This is an optimization exercise on Yosys and OpenROAD, whose aim is small area, a short achievable clock period and few clock cycles, not a production implementation. In this exercise RTL edits were held to simulation tests only and were not proved equivalent to the original. Power is estimated from default activity; no workload was simulated.

[flow/run.sh]
#!/bin/bash
# synth_recipe.tcl (not shown) runs the flow's synth.tcl, then flattens the netlist and writes it again
# the make line also repeats each setting of config.mk as NAME=value (left out here)
make -C /OpenROAD-flow-scripts/flow DESIGN_CONFIG=/design/flow/config.mk WORK_HOME=/design/flow/orfs CLKGATE_MAP_FILE= SYNTH_SCRIPT=/design/flow/synth_recipe.tcl finish
[flow/config.mk]
export PLATFORM = sky130hd
export DESIGN_NAME = mem_move_top
export DESIGN_NICKNAME = mem_move_top
export VERILOG_FILES = /design/flow/design.v
export SDC_FILE = /design/flow/constraint.sdc
export NUM_CORES = 4
export LEC_CHECK = 0
export ABC_CLOCK_PERIOD_IN_PS = 2500
export CAP_MARGIN = 10
export CORE_MARGIN = 2
export CORE_UTILIZATION = 55
export CTS_CLUSTER_DIAMETER = 60
export CTS_CLUSTER_SIZE = 30
export PLACE_DENSITY = 0.65
export SETUP_SLACK_MARGIN = 2.0
export SLEW_MARGIN = 10
export SYNTH_HIERARCHICAL = 1
export TNS_END_PERCENT = 5
[flow/constraint.sdc]
create_clock -name core_clock -period 5.0 [get_ports {clk}]
set_input_delay 1.0000 -clock core_clock [delete_from_list [all_inputs] [get_ports {clk}]]
set_output_delay 1.0000 -clock core_clock [all_outputs]
set_load 0.01 [all_outputs]
[flow/design.v]
package mem_pkg;
  localparam int DATA_W    = 32;
  localparam int NUM_BYTES = DATA_W / 8;  
  localparam logic MODE_FILL = 1'b0;  
  localparam logic MODE_COPY = 1'b1;  
  localparam int NBANK_W = 3;
  localparam int NBANK   = 1 << NBANK_W;
endpackage
module dp_ram_wbe #(
  parameter int ADDR_W = 6,
  parameter int BW     = 3,
  parameter int NBANK  = 1 << BW,
  parameter int ROWS   = (1 << ADDR_W) / NBANK
) (
  input  logic                                           clk,
  input  logic [NBANK-1:0][ROWS-1:0]                     rsel,   
  output logic [NBANK-1:0][mem_pkg::DATA_W-1:0]          rdata,  
  input  logic [(1<<ADDR_W)-1:0][mem_pkg::NUM_BYTES-1:0] we,     
  input  logic [NBANK-1:0][mem_pkg::DATA_W-1:0]          wdata   
);
  localparam int DEPTH = 1 << ADDR_W;
  localparam int DW    = mem_pkg::DATA_W;
  logic [DEPTH-1:0][DW-1:0] mem_q;
  for (genvar w = 0; w < DEPTH; w++) begin : g_word
    for (genvar l = 0; l < mem_pkg::NUM_BYTES; l++) begin : g_lane
      always_ff @(posedge clk) begin
        if (we[w][l]) begin
          mem_q[w][8*l +: 8] <= wdata[w % NBANK][8*l +: 8];
        end
      end
    end
  end
  logic [NBANK-1:0][(ROWS+1)*DW-1:0] acc;
  for (genvar b = 0; b < NBANK; b++) begin : g_bank
    assign acc[b][DW-1:0] = '0;
    for (genvar r = 0; r < ROWS; r++) begin : g_row
      assign acc[b][(r+1)*DW +: DW] = acc[b][r*DW +: DW] |
                                      (mem_q[r*NBANK + b] & {DW{rsel[b][r]}});
    end
    assign rdata[b] = acc[b][ROWS*DW +: DW];
  end
endmodule
module word_counter #(
  parameter int ADDR_W = 6
) (
  input  logic [ADDR_W-1:0]        base,
  input  logic [ADDR_W:0]          count,
  output logic [(1<<ADDR_W)-1:0]   mask
);
  localparam int DEPTH = 1 << ADDR_W;
  logic [ADDR_W+1:0] last_q;  
  logic              full;
  assign last_q = {2'b00, base} + {1'b0, count};
  assign full   = count[ADDR_W];
  for (genvar w = 0; w < DEPTH; w++) begin : g_word
    logic ge_base;
    logic lt_end;
    assign ge_base = (w >= base);
    assign lt_end  = (w < last_q[ADDR_W-1:0]);
    assign mask[w] = full | (last_q[ADDR_W] ? (ge_base | lt_end) : (ge_base & lt_end));
  end
endmodule
module move_fsm #(
  parameter int ADDR_W = 6,
  parameter int BW     = 3,
  parameter int NBANK  = 1 << BW,
  parameter int ROWS   = (1 << ADDR_W) / NBANK
) (
  input  logic                         clk,
  input  logic                         rst,
  input  logic                         start,
  input  logic                         mode,
  input  logic [ADDR_W-1:0]            src_base,
  input  logic [ADDR_W-1:0]            dst_base,
  input  logic [ADDR_W:0]              length,
  output logic [NBANK-1:0][ROWS-1:0]   eng_rsel,   
  output logic [NBANK-1:0]             rot_sel,    
  output logic [(1<<ADDR_W)-1:0]       eng_we,     
  output logic                         fill_now,   
  output logic                         busy,
  output logic                         done
);
  localparam int DEPTH = 1 << ADDR_W;
  localparam int ROW_W = ADDR_W - BW;
  localparam logic [BW:0] STEP_MAX = NBANK;
  logic [ADDR_W-1:0] rptr_q;    
  logic [ADDR_W-1:0] wptr_q;    
  logic [ADDR_W:0]   rem_q;     
  logic [BW:0]       step_q;    
  logic              last_q;    
  logic [NBANK-1:0]  rot_q;     
  logic              idle;
  logic              accept;
  logic              s_copy;    
  logic              s_fill;    
  logic [ADDR_W-1:0] delta;
  logic              wide;      
  logic [BW:0]       step_d;
  logic [ADDR_W:0]   step_d_ext;
  logic [ADDR_W:0]   step_ext;
  assign idle   = !busy && !done;
  assign accept = idle && start && !rst;
  assign s_copy = accept && (mode == mem_pkg::MODE_COPY);
  assign s_fill = accept && (mode == mem_pkg::MODE_FILL);
  assign delta      = dst_base - src_base;
  assign wide       = (delta == '0) || (delta >= NBANK);
  assign step_d     = wide ? STEP_MAX : delta[BW:0];
  assign step_d_ext = {{(ADDR_W-BW){1'b0}}, step_d};
  assign step_ext   = {{(ADDR_W-BW){1'b0}}, step_q};
  logic [ADDR_W:0] rem_n;
  logic            s_more;      
  logic            more;        
  assign rem_n  = idle ? length - step_d_ext : rem_q - step_ext;
  assign s_more = s_copy && (wide ? (length > NBANK) : (length > {1'b0, delta}));
  assign more   = s_more || (busy && !last_q && !rst);
  logic [BW:0]       s_cur;
  logic [ADDR_W:0]   lim;
  assign s_cur = idle ? step_d : step_q;
  assign lim   = idle ? length : rem_q;
  logic [ADDR_W-1:0] rptr_n;
  logic [ADDR_W-1:0] wptr_n;
  assign rptr_n = idle ? src_base + step_d_ext[ADDR_W-1:0] : rptr_q + step_ext[ADDR_W-1:0];
  assign wptr_n = idle ? dst_base + step_d_ext[ADDR_W-1:0] : wptr_q + step_ext[ADDR_W-1:0];
  always_ff @(posedge clk) begin
    busy <= more;
    done <= !rst && ((accept && !s_more) || (busy && last_q));
  end
  always_ff @(posedge clk) begin
    step_q <= s_cur;
    rptr_q <= rptr_n;
    wptr_q <= wptr_n;
    rem_q  <= rem_n;
    last_q <= (lim <= {{(ADDR_W-BW-1){1'b0}}, s_cur, 1'b0});
    for (int r = 0; r < NBANK; r++) begin
      rot_q[r] <= more && (idle ? (delta[BW-1:0] == r) : rot_q[r]);
    end
  end
  logic [DEPTH-1:0] fmask;
  word_counter #(.ADDR_W(ADDR_W)) i_range (
    .base  (dst_base),
    .count (length),
    .mask  (fmask)
  );
  logic [ROWS-1:0] src_hi;
  logic [ROWS-1:0] dst_hi;
  for (genvar r = 0; r < ROWS; r++) begin : g_hi
    assign src_hi[r] = (src_base[ADDR_W-1:BW] == r);
    assign dst_hi[r] = (dst_base[ADDR_W-1:BW] == r);
  end
  for (genvar b = 0; b < NBANK; b++) begin : g_bank
    logic [ROWS-1:0]  srow_s;   
    logic [ROWS-1:0]  drow_s;
    logic [BW-1:0]    sk_s;
    logic [BW-1:0]    dk_s;
    logic             dv_s;
    logic [ROWS-1:0]  srow_q;   
    logic [ROWS-1:0]  drow_q;
    logic             dv_q;
    logic [BW-1:0]    sk;       
    logic [BW-1:0]    dk;
    logic [BW+1:0]    j0;       
    logic [BW+1:0]    j1;       
    logic [ROWS-1:0]  srow_b;   
    logic [ROWS-1:0]  drow_b;
    logic             sinc;     
    logic             dinc;
    assign srow_s = (b >= src_base[BW-1:0]) ? src_hi : {src_hi[ROWS-2:0], src_hi[ROWS-1]};
    assign drow_s = (b >= dst_base[BW-1:0]) ? dst_hi : {dst_hi[ROWS-2:0], dst_hi[ROWS-1]};
    assign sk_s   = b - src_base[BW-1:0];
    assign dk_s   = b - dst_base[BW-1:0];
    assign dv_s   = ({{(ADDR_W-BW+1){1'b0}}, dk_s} < length) &&
                    (wide || {{(ADDR_W-BW){1'b0}}, dk_s} < delta);
    assign sk     = b - rptr_q[BW-1:0];
    assign dk     = b - wptr_q[BW-1:0];
    assign j0     = {2'b00, (busy ? dk : dk_s)};
    assign j1     = j0 + NBANK;
    assign srow_b = busy ? srow_q : srow_s;
    assign drow_b = busy ? drow_q : drow_s;
    assign sinc = busy ? ({1'b0, sk} < step_q) : (wide || {{(ADDR_W-BW){1'b0}}, sk_s} < delta);
    assign dinc = busy ? ({1'b0, dk} < step_q) : (wide || {{(ADDR_W-BW){1'b0}}, dk_s} < delta);
    always_ff @(posedge clk) begin
      srow_q <= !more ? '0 : sinc ? {srow_b[ROWS-2:0], srow_b[ROWS-1]} : srow_b;
      drow_q <= dinc ? {drow_b[ROWS-2:0], drow_b[ROWS-1]} : drow_b;
      dv_q <= more && (((j0 >= {1'b0, s_cur}) && (j0 < {s_cur, 1'b0}) &&
                        ({{(ADDR_W-BW){1'b0}}, j0} < lim)) ||
                       ((j1 < {s_cur, 1'b0}) && ({{(ADDR_W-BW){1'b0}}, j1} < lim)));
    end
    for (genvar r = 0; r < ROWS; r++) begin : g_row
      assign eng_rsel[b][r]    = srow_q[r] || (s_copy && srow_s[r]);
      assign eng_we[r*NBANK+b] = (dv_q && drow_q[r]) ||
                                 (s_copy && dv_s && drow_s[r]) ||
                                 (s_fill && fmask[r*NBANK+b]);
    end
  end
  for (genvar r = 0; r < NBANK; r++) begin : g_rot
    assign rot_sel[r] = rot_q[r] || (s_copy && delta[BW-1:0] == r);
  end
  assign fill_now = s_fill;
endmodule
module mem_move_top #(
  parameter int ADDR_W = 6
) (
  input  logic                          clk,
  input  logic                          rst,
  input  logic                          host_en,
  input  logic [mem_pkg::NUM_BYTES-1:0] host_wbe,
  input  logic [ADDR_W-1:0]             host_addr,
  input  logic [mem_pkg::DATA_W-1:0]    host_wdata,
  output logic [mem_pkg::DATA_W-1:0]    host_rdata,
  input  logic                          start,
  input  logic                          mode,
  input  logic [ADDR_W-1:0]             src_base,
  input  logic [ADDR_W-1:0]             dst_base,
  input  logic [ADDR_W:0]               length,
  input  logic [mem_pkg::DATA_W-1:0]    pattern,
  output logic                          busy,
  output logic                          done
);
  localparam int DEPTH = 1 << ADDR_W;
  localparam int BW    = mem_pkg::NBANK_W;
  localparam int NB    = 1 << BW;
  localparam int ROWS  = DEPTH / NB;
  localparam int DW    = mem_pkg::DATA_W;
  localparam int NL    = mem_pkg::NUM_BYTES;
  logic [NB-1:0][ROWS-1:0] eng_rsel;
  logic [NB-1:0]           rot_sel;
  logic [DEPTH-1:0]        eng_we;
  logic                    fill_now;
  move_fsm #(.ADDR_W(ADDR_W), .BW(BW)) i_fsm (
    .clk      (clk),
    .rst      (rst),
    .start    (start),
    .mode     (mode),
    .src_base (src_base),
    .dst_base (dst_base),
    .length   (length),
    .eng_rsel (eng_rsel),
    .rot_sel  (rot_sel),
    .eng_we   (eng_we),
    .fill_now (fill_now),
    .busy     (busy),
    .done     (done)
  );
  logic [NB-1:0][ROWS-1:0]  rsel;
  logic [NB-1:0][DW-1:0]    rdata;
  logic [DEPTH-1:0][NL-1:0] we;
  logic [NB-1:0][DW-1:0]    wdata;
  logic [ROWS-1:0]          host_row;
  logic [NB-1:0]            host_bank;
  logic [DW-1:0]            ext_word;   
  logic                     ext_sel;
  for (genvar r = 0; r < ROWS; r++) begin : g_hrow
    assign host_row[r] = host_en && (host_addr[ADDR_W-1:BW] == r);
  end
  for (genvar b = 0; b < NB; b++) begin : g_hbank
    assign host_bank[b] = (host_addr[BW-1:0] == b);
  end
  assign ext_word = host_en ? host_wdata : pattern;
  assign ext_sel  = host_en || fill_now;
  logic [NB-1:0][(NB+1)*DW-1:0] wacc;
  for (genvar b = 0; b < NB; b++) begin : g_bank
    assign rsel[b] = eng_rsel[b] | host_row;
    assign wacc[b][DW-1:0] = ext_word & {DW{ext_sel}};
    for (genvar r = 0; r < NB; r++) begin : g_rot
      assign wacc[b][(r+1)*DW +: DW] = wacc[b][r*DW +: DW] |
                                       (rdata[(b + NB - r) % NB] & {DW{rot_sel[r]}});
    end
    assign wdata[b] = wacc[b][NB*DW +: DW];
  end
  for (genvar w = 0; w < DEPTH; w++) begin : g_word
    logic host_sel;
    assign host_sel = host_en && (host_addr == w);
    for (genvar l = 0; l < NL; l++) begin : g_lane
      assign we[w][l] = eng_we[w] || (host_sel && host_wbe[l]);
    end
  end
  dp_ram_wbe #(.ADDR_W(ADDR_W), .BW(BW)) i_ram (
    .clk   (clk),
    .rsel  (rsel),
    .rdata (rdata),
    .we    (we),
    .wdata (wdata)
  );
  logic [(NB+1)*DW-1:0] hacc;
  assign hacc[DW-1:0] = '0;
  for (genvar b = 0; b < NB; b++) begin : g_hsel
    assign hacc[(b+1)*DW +: DW] = hacc[b*DW +: DW] | (rdata[b] & {DW{host_bank[b]}});
  end
  always_ff @(posedge clk) begin
    host_rdata <= hacc[NB*DW +: DW];
  end
endmodule
==> results of run 1 <==
worst paths after layout:
path / cells after the start / startpoint / end
setup / recovery: 5 / host_en / i_ram.mem_q[1772]
hold / removal: 2 / i_fsm.rot_q[4] / i_fsm.rot_q[4]
setup reg to reg: 13 / i_fsm.done / i_ram.mem_q[102]
hold reg to reg: 2 / i_fsm.rot_q[4] / i_fsm.rot_q[4]
per-layer routing:
layer	up-vias	wire, µm	track usage [%]
met5	-	215	0
met4	30	36300	31.1
met3	1493	61700	15.7
met2	6779	188000	62.9
met1	42700	153000	55.0
li1	34900	-	-
flip-flops by register name, indices dropped and copies added, names as in the netlist:
| name | flops |
|---|---|
| host_rdata | 32 |
| i_fsm.busy | 1 |
| i_fsm.done | 1 |
| i_fsm.g_bank.drow_q | 64 |
| i_fsm.g_bank.dv_q | 8 |
| i_fsm.g_bank.srow_q | 64 |
| i_fsm.last_q | 1 |
| i_fsm.rem_q | 7 |
| i_fsm.rot_q | 8 |
| i_fsm.rptr_q | 3 |
| i_fsm.step_q | 4 |
| i_fsm.wptr_q | 3 |
| i_ram.mem_q | 2048 |
per-stage QoR:
stage	cell area (µm²)	cells	setup WS [ps]	hold slack, ps	power [mW]
detailed placement	121000	11100	-523	463	37.2
finish	131000	11600	1170	471	52.5
CTS	130000	11500	1320	470	51.6
global placement	121000	11100	-458	448	36.9
global route	131000	11600	1170	489	53.7
floorplan	107000	8012	928	429	30.2
final cells by class:
type	instances	area (µm²)	area share [%]
multi-input combinational	4771	39500	30.1
inverter	109	459	0.350
clock inverter	116	1660	1.26
antenna	33	82.6	0.0629
clock buffer	165	3990	3.04
timing repair buffer	1621	17100	13.0
sequential	2244	65400	49.8
tap	2526	3160	2.41
worst register-to-register path: cells and delay by family (launching register included):
family	cells	cell delay [ps]
simple gates	5	1190
flops	1	380
compound gates	4	1040
buf+inv	4	800
layout by cell type, fill, tap and decap left out, types with 171 or more instances in the layout:
cell      instances
a22oi_1        1556
edfxtp_1       2048
nand4_1         523
buf_12          264
a221oi_1        203
a22o_1          262
nor2_1          200
buf_6           174
nand2_1         175
dfxtp_1         194
buf_4          1021
a21oi_1         171
kinds of logic after synthesis:
kind of cell | count (synthesis)
xor gates and xnor gates | 58
and+or+nand+nor | 1195
AOI/OAI and AO/OA | 3114
muxes | 243
DFF | 2244
buffers and inverters | 1000
adders and majority gates | 158
where the power goes:
group          leakage (nW)  total (mW)  switching, mW  internal (mW)
Combinational          22.1        14.9           9.39           5.55
Sequential             20.6        23.5          0.604           22.9
Clock                  2.69        14.1           7.55           6.52
Total                  45.4        52.5           17.5           35.0
timing repair:
item	4_1_cts	5_1_grt
pin swaps	156	101
gates resized for setup	506	184
setup buffers	94	34
setup endpoints to repair	4293	4268
cloned	29	4
==> impl_metrics.env, run 1 <==
export IMPL_cp_max_fo=24
export IMPL_max_stage_delay_ps=950
export IMPL_p_leak_nw=45.4
export IMPL_fin_util_pct=68.4
export IMPL_status="finished with violations"
export IMPL_synth_fa_ha_area_share_pct=1.91
export IMPL_routedWlPerCell_um=37.9
export IMPL_cts_buffers=151
export IMPL_holdBufCountCts=0
export IMPL_period_needed_ps=3830
export IMPL_synthDominantCellAreaShare_pct=58.0
export IMPL_synthSimpleGateAreaFrac_pct=6.16
export IMPL_dp_hpwl_mm=302
export IMPL_worstPathArrival_ps=4320
export IMPL_synth_seq_cells=2244
export IMPL_finalSetupViolations=0
export IMPL_slowest_stage="nand2_1"
export IMPL_yosys_area_top_type="edfxtp_1"
export IMPL_fin_setup_tns_ps=0
export IMPL_yosys_mux_area_fraction_pct=3.30
export IMPL_start_util_pct=55.2
export IMPL_ant_nets=0
export IMPL_synth_edff_count=2048
export IMPL_crit_chain="buf_2 > buf_4 > and4b_1 > nand2_1 > o21bai_2"
export IMPL_cts_tree="done"
export IMPL_fill_cells=13500
export IMPL_synth_most_common_cell="edfxtp_1"
export IMPL_area_growth_pct=23.8
export IMPL_avgSynthCellArea_um2=13.2
export IMPL_crit_buf_inv=2
export IMPL_drt_pass1_iter_count=10
export IMPL_drt_iter0_drc=13700
export IMPL_vias_per_cell=7.41
export IMPL_grt_pass1_vias=81000
export IMPL_clkLatencyLatePin_ps=890
export IMPL_drc_errors=0
export IMPL_io_buffers=131
export IMPL_nets=9144
export IMPL_antenna_found_initial=36
export IMPL_io_pins=132
export IMPL_wl_mm=439
export IMPL_cts_root_buf="clkbuf_16"
export IMPL_synth_area_top_cells="edfxtp_1 (58%), a22oi_1 (12%), dfxtp_1 (3.7%)"
export IMPL_dieArea_um2=196000
export IMPL_endpoint_kind="flip-flop"
export IMPL_synth_nets=8258
export IMPL_syn_inst=8012
export IMPL_ys_async_sr_fraction_pct=0
export IMPL_clk_path_buf_depth=3
export IMPL_clock_sink_count=2244
export IMPL_die_width_um=443
export IMPL_grt_max_degree=74
export IMPL_relSlewSlack_pct=-5.02
export IMPL_crit_required_ps=5490
export IMPL_yosysWarningCount=9
export IMPL_clock_skew_ps=53.1
export IMPL_syn_cell_area_um2=106000
export IMPL_grt_pass1_wl_mm=608
export IMPL_vdd_drop_max_mv=0.315
export IMPL_ys_flop_type="edfxtp_1"
export IMPL_timing_final_crit_share_pct=76.5
export IMPL_drv_cap=1
export IMPL_routed_via_count=85900
export IMPL_hold_viol_final=0
export IMPL_grt_util_all_layers_pct=43.8
export IMPL_synthTopCellsByCount="edfxtp_1 (2048), a22oi_1 (1648), nand4_1 (523)"
export IMPL_synth_compound_area_share_pct=22.1
export IMPL_maxSlewViolCount=9
export IMPL_rrSetupSlack_ps=1350
export IMPL_fmax_mhz=261
export IMPL_violatedChecks="max-capacitance violations, max-slew violations"
export IMPL_seq_area_frac_synth_pct=61.7
export IMPL_worstSetupPathType="in -> reg"
export IMPL_clk_pin_slew_ps=80
export IMPL_ys_types=108
export IMPL_dieHeight_um=443
export IMPL_gr_total_overflow=0
export IMPL_pwr_density_cell_nw_per_um2=400
export IMPL_synth_top_family_by_area="compound AO/OA/AOI/OAI gates"
export IMPL_worst_pin_slew_ps=1570
export IMPL_hp_class="reg -> reg"
export IMPL_gp_congestion=1.01
export IMPL_row_count=161
export IMPL_core_um2=192000
export IMPL_drive_above_1_share_pct=28.1
export IMPL_clock_tree_htree_level_count=4
export IMPL_synth_xor_area_share_pct=0.518
export IMPL_start_kind="primary input"
export IMPL_cpLargestDelayFamily="simple AND/OR/NAND/NOR gates"
export IMPL_rsz0062_at_grt="yes"
Testbench counts, summed over its fixed seeds: cycles 4,275.
==> run 2, diff against run 1 <==
--- a/flow/config.mk
+++ b/flow/config.mk
@@ -6,13 +6,13 @@
 export NUM_CORES = 4
 export LEC_CHECK = 0
 export ABC_CLOCK_PERIOD_IN_PS = 2500
-export CAP_MARGIN = 10
+export CAP_MARGIN = 20
 export CORE_MARGIN = 2
 export CORE_UTILIZATION = 55
 export CTS_CLUSTER_DIAMETER = 60
 export CTS_CLUSTER_SIZE = 30
 export PLACE_DENSITY = 0.65
 export SETUP_SLACK_MARGIN = 2.0
-export SLEW_MARGIN = 10
+export SLEW_MARGIN = 20
 export SYNTH_HIERARCHICAL = 1
 export TNS_END_PERCENT = 5
==> impl_metrics.env, run 2 <==
export IMPL_status="timing/DRC/antenna clean"
export IMPL_finalSetupViolations=0
export IMPL_clock_tree_htree_level_count=4
export IMPL_holdPathStages=2
export IMPL_p_comb_share_pct=28.5
export IMPL_maxSlewViolCount=0
export IMPL_gr_total_overflow=0
export IMPL_worst_pin_slew_ps=1180
export IMPL_grt_pass1_vias=81100
export IMPL_clk_path_buf_depth=3
export IMPL_drive_above_1_share_pct=28.4
export IMPL_start_kind="primary input"
export IMPL_pwr_density_cell_nw_per_um2=401
export IMPL_row_count=161
export IMPL_clock_sink_count=2244
export IMPL_ys_flop_type="edfxtp_1"
export IMPL_cts_tree="done"
export IMPL_io_pins=132
export IMPL_routedWlPerCell_um=38.2
export IMPL_synth_edff_count=2048
export IMPL_power_mw=52.9
export IMPL_rrSetupSlack_ps=1400
export IMPL_rsz0062_at_grt="yes"
export IMPL_worstSetupPathType="in -> reg"
export IMPL_r2r_cells=15
export IMPL_drt_iter0_drc=13600
export IMPL_switchingPower_mw=17.7
export IMPL_yosysWarningCount=9
export IMPL_dp_hpwl_mm=302
export IMPL_reg2reg_from="i_fsm.done"
export IMPL_largest_reg_flops=2048
export IMPL_synth_most_common_cell="edfxtp_1"
export IMPL_stdcell_count=11600
export IMPL_final_common_cell="edfxtp_1"
export IMPL_antenna_found_initial=40
export IMPL_vias_per_cell=7.45
export IMPL_synth_seq_cells=2244
export IMPL_wl_mm=443
export IMPL_area_growth_pct=24.4
export IMPL_relSlewSlack_pct=21.2
export IMPL_fmax_mhz=264
export IMPL_dieHeight_um=443
export IMPL_grt_max_degree=74
export IMPL_timing_final_crit_share_pct=75.7
export IMPL_synthDominantCellAreaShare_pct=58.0
export IMPL_cts_root_buf="clkbuf_16"
export IMPL_hp_class="in -> reg"
export IMPL_top_register="i_ram.mem_q"
export IMPL_seq_area_frac_synth_pct=61.7
export IMPL_crit_chain="buf_8 > buf_6 > ha_1 > inv_2 > a221o_2 > buf_12 > buf_8 > nor2_1 > a21oi_4 > o21bai_1 > or2_4 > bufbuf_16 > a22oi_1 > nand4_1 > buf_4 > buf_4 > a22oi_1 > nand4_1 > buf_6"
export IMPL_gp_congestion=1.01
export IMPL_drv_cap=0
export IMPL_power_frac_clock_pct=27.0
export IMPL_clk_pin_slew_ps=80
export IMPL_io_buffers=131
export IMPL_ant_nets=0
export IMPL_drc_errors=0
export IMPL_crit_required_ps=5620
export IMPL_grt_pass1_wl_mm=612
export IMPL_synthTopCellsByCount="edfxtp_1 (2048), a22oi_1 (1648), nand4_1 (523)"
export IMPL_synth_area_top_cells="edfxtp_1 (58%), a22oi_1 (12%), dfxtp_1 (3.7%)"
export IMPL_p_sw_share_pct=33.5
export IMPL_dpl_cell_count=11100
export IMPL_intPower_mw=35.2
export IMPL_hp_start="rst"
export IMPL_hold_end="i_fsm.done"
export IMPL_syn_inst=8012
export IMPL_max_stage_delay_ps=340
export IMPL_core_um2=192000
export IMPL_fin_setup_tns_ps=0
export IMPL_yosys_area_top_type="edfxtp_1"
export IMPL_grt_util_all_layers_pct=44.2
export IMPL_routed_via_count=86500
export IMPL_drt_pass1_iter_count=9
export IMPL_syn_cell_area_um2=106000
export IMPL_hold_viol_final=0
export IMPL_fin_util_pct=68.7
export IMPL_cp_max_fo=16
export IMPL_clkLatencyLatePin_ps=900
export IMPL_nets=9160
export IMPL_clock_skew_ps=60.0
export IMPL_p_leak_nw=45.6
export IMPL_ys_async_sr_fraction_pct=0
export IMPL_vdd_drop_max_mv=0.454
export IMPL_period_needed_ps=3780
export IMPL_synth_nets=8258
export IMPL_endpoint_kind="flip-flop"
export IMPL_cts_buffers=152
export IMPL_layout_cells_most_common_list="edfxtp_1 (2048), a22oi_1 (1553), buf_4 (1023)"
export IMPL_seq_power_share_pct=44.4
export IMPL_timing_rr_end="i_ram.mem_q[1718]"
export IMPL_slowest_stage="or2_4"
export IMPL_worstPathArrival_ps=4400
export IMPL_largestRegisters="i_ram.mem_q x2048, i_fsm.g_bank.drow_q x64, i_fsm.g_bank.srow_q x64"
export IMPL_dieArea_um2=196000
export IMPL_avgSynthCellArea_um2=13.2
export IMPL_die_width_um=443
export IMPL_start_util_pct=55.2
export IMPL_ys_types=108
## run 2: changes by cell type in the layout (fill, tap and decap cells not counted), sizes merged, moves of 4 or more
cell | before | now
buf | 1488 | 1501
diode | 33 | 43
clkinvlp | 11 | 6
inv | 162 | 167
clkbuf | 168 | 172
## run 2: worst max path at each step
stage                      from                end  slack [ps]  cells past startpoint
floorplan           src_base[2]  i_ram.mem_q[1093]         930                     14
global placement    dst_base[0]   i_ram.mem_q[428]        -460                     16
detailed placement  dst_base[0]   i_ram.mem_q[428]        -550                     16
CTS                 dst_base[0]  i_ram.mem_q[1544]        1290                     19
global route        src_base[2]   i_ram.mem_q[298]        1190                     17
finish              src_base[1]   i_ram.mem_q[631]        1220                     19
## run 2: worst max-delay path, delay by kind of cell
family | cells | cell delay, ps
buffers and inverters | 9 | 1520
AOI/OAI and AO/OA | 5 | 800
adders and majority gates | 1 | 220
and+or+nand+nor | 4 | 810
## run 2: per-layer routing
layer	track usage [%]	up-vias	wire length (µm)
li1	-	34900	-
met2	63.5	6936	190000
met5	0.855	-	451
met1	54.9	42900	154000
met4	31.3	36	37300
met3	16.5	1612	61800
## run 2: final cells by class
type	count	area (µm²)
Antenna cell	43	108
Clock buffer	161	3940
Clock inverter	121	1840
Fill cell	13300	60000
Inverter	109	457
Multi-Input combinational cell	4771	39600
Sequential cell	2244	65400
Tap cell	2526	3160
Timing Repair Buffer	1636	17400
## run 2: cells by family (layout without fill, tap and decap cells)
family	after synthesis	after routing	share of synthesized area, %
AO/OA/AOI/OAI	3114	3116	22.1
flip-flops	2244	2244	61.7
AND/OR/NAND/NOR	1195	1196	6.16
buffers and inverters	1000	2027	4.29
multiplexers	243	243	3.30
adder cells (fa/ha/maj)	158	158	1.91
XOR/XNOR	58	58	0.518
other	0	43	0
## run 2: stage by stage
step / worst slack, ps / cell area [µm²] / hold slack (ps)
global placement: -458 / 121000 / 448
floorplan: 928 / 107000 / 429
detailed placement: -553 / 121000 / 463
CTS: 1290 / 131000 / 470
global route: 1190 / 132000 / 420
finish: 1220 / 132000 / 417
## run 2: power by group through the flow
stage / sequential, mW / clock [mW] / combinational, mW
6_report: 23.5 / 14.3 / 15.1
5_1_grt: 23.6 / 14.9 / 15.5
4_1_cts: 23.5 / 14.3 / 14.2
3_5_place_dp: 23.9 / 0 / 13.3
3_3_place_gp: 23.8 / 0 / 13.1
2_1_floorplan: 23.7 / 0 / 6.50
## run 2: what timing repair did
action | CTS | global route
gates resized for setup | 518 | 222
setup buffers | 108 | 33
endpoints found under the setup margin | 4294 | 4273
hold buffers | 0 | 0
cloned | 34 | 1
pin swaps | 156 | 102
==> run 3, diff against run 2 <==
--- a/flow/design.v
+++ b/flow/design.v
@@ -107,30 +107,27 @@
   assign step_d     = wide ? STEP_MAX : delta[BW:0];
   assign step_d_ext = {{(ADDR_W-BW){1'b0}}, step_d};
   assign step_ext   = {{(ADDR_W-BW){1'b0}}, step_q};
-  logic [ADDR_W:0] rem_n;
-  logic            s_more;      
+  logic            s_go;
   logic            more;        
-  assign rem_n  = idle ? length - step_d_ext : rem_q - step_ext;
-  assign s_more = s_copy && (wide ? (length > NBANK) : (length > {1'b0, delta}));
-  assign more   = s_more || (busy && !last_q && !rst);
-  logic [BW:0]       s_cur;
-  logic [ADDR_W:0]   lim;
-  assign s_cur = idle ? step_d : step_q;
-  assign lim   = idle ? length : rem_q;
-  logic [ADDR_W-1:0] rptr_n;
-  logic [ADDR_W-1:0] wptr_n;
-  assign rptr_n = idle ? src_base + step_d_ext[ADDR_W-1:0] : rptr_q + step_ext[ADDR_W-1:0];
-  assign wptr_n = idle ? dst_base + step_d_ext[ADDR_W-1:0] : wptr_q + step_ext[ADDR_W-1:0];
+  assign s_go = s_copy && (length != '0);
+  assign more = s_go || (busy && !last_q && !rst);
   always_ff @(posedge clk) begin
     busy <= more;
-    done <= !rst && ((accept && !s_more) || (busy && last_q));
+    done <= !rst && ((accept && !s_go) || (busy && last_q));
   end
   always_ff @(posedge clk) begin
-    step_q <= s_cur;
-    rptr_q <= rptr_n;
-    wptr_q <= wptr_n;
-    rem_q  <= rem_n;
-    last_q <= (lim <= {{(ADDR_W-BW-1){1'b0}}, s_cur, 1'b0});
+    if (idle) begin
+      step_q <= step_d;
+      rptr_q <= src_base;
+      wptr_q <= dst_base;
+      rem_q  <= length;
+      last_q <= wide ? (length <= NBANK) : (length <= {1'b0, delta});
+    end else begin
+      rptr_q <= rptr_q + step_ext[ADDR_W-1:0];
+      wptr_q <= wptr_q + step_ext[ADDR_W-1:0];
+      rem_q  <= rem_q - step_ext;
+      last_q <= (rem_q <= {step_ext[ADDR_W-1:0], 1'b0});
+    end
     for (int r = 0; r < NBANK; r++) begin
       rot_q[r] <= more && (idle ? (delta[BW-1:0] == r) : rot_q[r]);
     end
@@ -150,51 +147,46 @@
   for (genvar b = 0; b < NBANK; b++) begin : g_bank
     logic [ROWS-1:0]  srow_s;   
     logic [ROWS-1:0]  drow_s;
-    logic [BW-1:0]    sk_s;
     logic [BW-1:0]    dk_s;
     logic             dv_s;
     logic [ROWS-1:0]  srow_q;   
     logic [ROWS-1:0]  drow_q;
-    logic             dv_q;
+    logic             dv_q;     
     logic [BW-1:0]    sk;       
     logic [BW-1:0]    dk;
     logic [BW+1:0]    j0;       
     logic [BW+1:0]    j1;       
-    logic [ROWS-1:0]  srow_b;   
-    logic [ROWS-1:0]  drow_b;
-    logic             sinc;     
-    logic             dinc;
+    logic [BW+1:0]    s2;       
     assign srow_s = (b >= src_base[BW-1:0]) ? src_hi : {src_hi[ROWS-2:0], src_hi[ROWS-1]};
     assign drow_s = (b >= dst_base[BW-1:0]) ? dst_hi : {dst_hi[ROWS-2:0], dst_hi[ROWS-1]};
-    assign sk_s   = b - src_base[BW-1:0];
     assign dk_s   = b - dst_base[BW-1:0];
     assign dv_s   = ({{(ADDR_W-BW+1){1'b0}}, dk_s} < length) &&
                     (wide || {{(ADDR_W-BW){1'b0}}, dk_s} < delta);
-    assign sk     = b - rptr_q[BW-1:0];
-    assign dk     = b - wptr_q[BW-1:0];
-    assign j0     = {2'b00, (busy ? dk : dk_s)};
-    assign j1     = j0 + NBANK;
-    assign srow_b = busy ? srow_q : srow_s;
-    assign drow_b = busy ? drow_q : drow_s;
-    assign sinc = busy ? ({1'b0, sk} < step_q) : (wide || {{(ADDR_W-BW){1'b0}}, sk_s} < delta);
-    assign dinc = busy ? ({1'b0, dk} < step_q) : (wide || {{(ADDR_W-BW){1'b0}}, dk_s} < delta);
+    assign sk = b - rptr_q[BW-1:0];
+    assign dk = b - wptr_q[BW-1:0];
+    assign j0 = {2'b00, dk};
+    assign j1 = j0 + NBANK;
+    assign s2 = {step_q, 1'b0};
     always_ff @(posedge clk) begin
-      srow_q <= !more ? '0 : sinc ? {srow_b[ROWS-2:0], srow_b[ROWS-1]} : srow_b;
-      drow_q <= dinc ? {drow_b[ROWS-2:0], drow_b[ROWS-1]} : drow_b;
-      dv_q <= more && (((j0 >= {1'b0, s_cur}) && (j0 < {s_cur, 1'b0}) &&
-                        ({{(ADDR_W-BW){1'b0}}, j0} < lim)) ||
-                       ((j1 < {s_cur, 1'b0}) && ({{(ADDR_W-BW){1'b0}}, j1} < lim)));
+      if (idle) begin
+        srow_q <= more ? srow_s : '0;
+        drow_q <= drow_s;
+        dv_q   <= more && dv_s;
+      end else begin
+        srow_q <= !more ? '0 :
+                  ({1'b0, sk} < step_q) ? {srow_q[ROWS-2:0], srow_q[ROWS-1]} : srow_q;
+        drow_q <= ({1'b0, dk} < step_q) ? {drow_q[ROWS-2:0], drow_q[ROWS-1]} : drow_q;
+        dv_q   <= more && (((j0 >= {1'b0, step_q}) && (j0 < s2) &&
+                            ({{(ADDR_W-BW){1'b0}}, j0} < rem_q)) ||
+                           ((j1 < s2) && ({{(ADDR_W-BW){1'b0}}, j1} < rem_q)));
+      end
     end
     for (genvar r = 0; r < ROWS; r++) begin : g_row
-      assign eng_rsel[b][r]    = srow_q[r] || (s_copy && srow_s[r]);
-      assign eng_we[r*NBANK+b] = (dv_q && drow_q[r]) ||
-                                 (s_copy && dv_s && drow_s[r]) ||
-                                 (s_fill && fmask[r*NBANK+b]);
-    end
-  end
-  for (genvar r = 0; r < NBANK; r++) begin : g_rot
-    assign rot_sel[r] = rot_q[r] || (s_copy && delta[BW-1:0] == r);
-  end
+      assign eng_rsel[b][r]    = srow_q[r];
+      assign eng_we[r*NBANK+b] = (dv_q && drow_q[r]) || (s_fill && fmask[r*NBANK+b]);
+    end
+  end
+  assign rot_sel  = rot_q;
   assign fill_now = s_fill;
 endmodule
 module mem_move_top #(
==> impl_metrics.env, run 3 <==
export IMPL_multi_input_area_um2=35000
export IMPL_ys_async_sr_fraction_pct=0
export IMPL_worstPathArrival_ps=3960
export IMPL_hold_slack_ps=547
export IMPL_clk_pin_slew_ps=90
export IMPL_period_needed_ps=3500
export IMPL_ant_nets=0
export IMPL_synthTopCellsByCount="edfxtp_1 (2180), a22oi_1 (1585), nand4_1 (515)"
export IMPL_core_um2=186000
export IMPL_syn_cell_area_um2=103000
export IMPL_maxSlewViolCount=0
export IMPL_largestRegisters="i_ram.mem_q x2048, i_fsm.g_bank.drow_q x64, i_fsm.g_bank.srow_q x64"
export IMPL_start_util_pct=55.4
export IMPL_synth_area_top_cells="edfxtp_1 (64%), a22oi_1 (12%), nand4_1 (3.1%)"
export IMPL_grt_pass1_wl_mm=558
export IMPL_clkLatencyLatePin_ps=880
export IMPL_nets=8119
export IMPL_synth_edff_count=2180
export IMPL_drc_errors=0
export IMPL_clock_tree_htree_level_count=4
export IMPL_die_width_um=437
export IMPL_seq_area_frac_synth_pct=64.8
export IMPL_routedWlPerCell_um=38.4
export IMPL_worstSetupPathType="in -> reg"
export IMPL_gp_congestion=1.01
export IMPL_area_growth_pct=20.6
export IMPL_ys_types=96
export IMPL_vias_per_cell=7.53
export IMPL_start_kind="primary input"
export IMPL_pwr_density_cell_nw_per_um2=379
export IMPL_seqCellArea_um2=66800
export IMPL_clock_skew_ps=59.0
export IMPL_largest_reg_flops=2048
export IMPL_row_count=158
export IMPL_ys_flop_type="edfxtp_1"
export IMPL_drv_cap=0
export IMPL_relSlewSlack_pct=16.7
export IMPL_fmax_mhz=286
export IMPL_power_mw=47.1
export IMPL_status="timing/DRC/antenna clean"
export IMPL_holdBufCountCts=0
export IMPL_grt_max_degree=109
export IMPL_finalSetupViolations=0
export IMPL_drive_above_1_share_pct=23.0
export IMPL_grt_util_all_layers_pct=41.4
export IMPL_syn_inst=7444
export IMPL_fin_setup_tns_ps=0
export IMPL_routed_via_count=79200
export IMPL_antenna_found_initial=33
export IMPL_top_register="i_ram.mem_q"
export IMPL_dieHeight_um=437
export IMPL_yosysWarningCount=9
export IMPL_synth_most_common_cell="edfxtp_1"
export IMPL_vdd_drop_max_mv=0.463
export IMPL_wl_mm=404
export IMPL_gr_total_overflow=0
export IMPL_cts_root_buf="clkbuf_16"
export IMPL_rsz0062_at_grt="yes"
export IMPL_p_leak_nw=41.3
export IMPL_grt_pass1_vias=73600
export IMPL_crit_required_ps=5460
export IMPL_io_pins=132
export IMPL_io_buffers=131
export IMPL_dieArea_um2=191000
export IMPL_clock_sink_count=2244
export IMPL_worst_pin_slew_ps=1250
export IMPL_fill_cells=13000
export IMPL_synthDominantCellAreaShare_pct=63.5
export IMPL_timing_final_crit_share_pct=70.0
export IMPL_yosys_area_top_type="edfxtp_1"
export IMPL_fin_util_pct=66.9
export IMPL_layout_cells_most_common_list="edfxtp_1 (2180), a22oi_1 (1565), buf_4 (633)"
export IMPL_drt_iter0_drc=15300
export IMPL_cts_tree="done"
export IMPL_hp_class="reg -> reg"
export IMPL_hold_viol_final=0
export IMPL_synth_seq_cells=2244
export IMPL_dp_hpwl_mm=283
export IMPL_cp_max_fo=22
export IMPL_clk_path_buf_depth=3
export IMPL_drt_pass1_iter_count=10
export IMPL_final_common_cell="edfxtp_1"
export IMPL_cts_buffers=144
export IMPL_synth_nets=7658
export IMPL_endpoint_kind="flip-flop"
export IMPL_avgSynthCellArea_um2=13.8
[run 3: cell count changes after synthesis, sizes merged, moves of 30 or more]
cell and delta:
a22oi -63, o21bai -47, a21oi -55, edfxtp +132, a21o -48, dfxtp -132, inv -50, o21ai -31
a22o +91, nor2 -47, ha -30, mux2i -95
[run 3: power by group]
part	switching, mW	internal, mW
sequential	0.520	22.3
combinational	6.70	4.08
clock	7.21	6.24
[run 3: final timing paths]
path | from | to | slack [ps] | cells after the start
setup reg to reg | i_fsm.g_bank[2].srow_q[2] | i_ram.mem_q[682] | 1580 | 7
hold / removal | i_fsm.g_bank[2].drow_q[7] | i_fsm.g_bank[2].drow_q[0] | 550 | 2
hold reg to reg | i_fsm.g_bank[2].drow_q[7] | i_fsm.g_bank[2].drow_q[0] | 550 | 2
setup / recovery | host_en | i_ram.mem_q[1489] | 1500 | 5
[run 3: kinds of logic (layout without fill, tap and decap cells)]
kind of cell             count (synthesis)  after routing  synth area share [%]
AO/OA/AOI/OAI                         2894           2894                  21.3
buffers and inverters                  910           1486                  4.05
flip-flops                            2244           2244                  64.8
XOR/XNOR                                35             36                 0.323
other                                    0             22                     0
adder cells (fa/ha/maj)                129            129                  1.59
multiplexers                           114            114                  2.01
AND/OR/NAND/NOR                       1118           1121                  5.96
[run 3: per-layer routing]
metal | global-route usage [%] | share of wire [%]
met5 | 0 | 0.012
met4 | 22.0 | 6.1
met3 | 13.8 | 15
met2 | 58.0 | 42
met1 | 57.4 | 37
[run 3: critical path, stage by stage]
cell	delay, ps
buf_2	220
buf_6	350
and4b_1	650
nand2_1	880
o21bai_2	830
[run 3: through the flow]
stage,instances,setup WS [ps],cell area (µm²)
after floorplan,7444,1230,104000
after global placement,10100,-76.2,116000
after detailed placement,10100,-101,116000
after CTS,10500,1570,123000
after global routing,10500,1530,124000
final,10500,1500,124000
[run 3: final cells by class]
type                    instances  share of cell area, %
inverters                      61                  0.202
clock inverters               114                   1.22
clock buffers                 151                   2.99
well taps                    2480                   2.50
repair buffers               1160                   11.1
flip-flops and latches       2244                   53.7
diodes                         22                 0.0443
multi-input cells            4294                   28.2
[run 3: repair_timing]
item	4_1_cts	5_1_grt
cloned	7	0
endpoints found under the setup margin	4216	4216
setup buffers	133	15
pin swaps	91	27
gates resized for setup	226	129
Testbench counts of run 3, summed over its fixed seeds: cycles 4,774.

re-timing with driven ports:
The flow's constraints put no driver on any port. The routed layouts listed below were extracted and timed again, unchanged, in two steps.
Step 1 assumes that a clkbuf_16 drives the clock port and a buf_2 every other input.
Step 2 moves the port delays by t, midway between the first and last clock arrival at a register: inputs arrive t later, outputs are due t later. That takes back most of the time a late clock gives input paths.
a / b / c = ideal ports / drivers / drivers and shift; a / b = the first two.
run | t, ns | setup WS [ns] | worst setup path after step 2 | worst slew at a driven data input, ns | pins driven straight from the clock port
run 1 | 0.961 | 1.174 / 1.250 / 0.290 | input to register | 0.37 | 1
run 2 | 0.963 | 1.215 / 1.267 / 0.304 | input to register | 0.24 | 1
run 3 | 0.939 | 1.502 / 1.573 / 0.635 | input to register | 0.08 | 1
For run 2, which loses most, drivers alone change the setup slack by +0.052 ns; drivers and shift together by -0.911 ns.
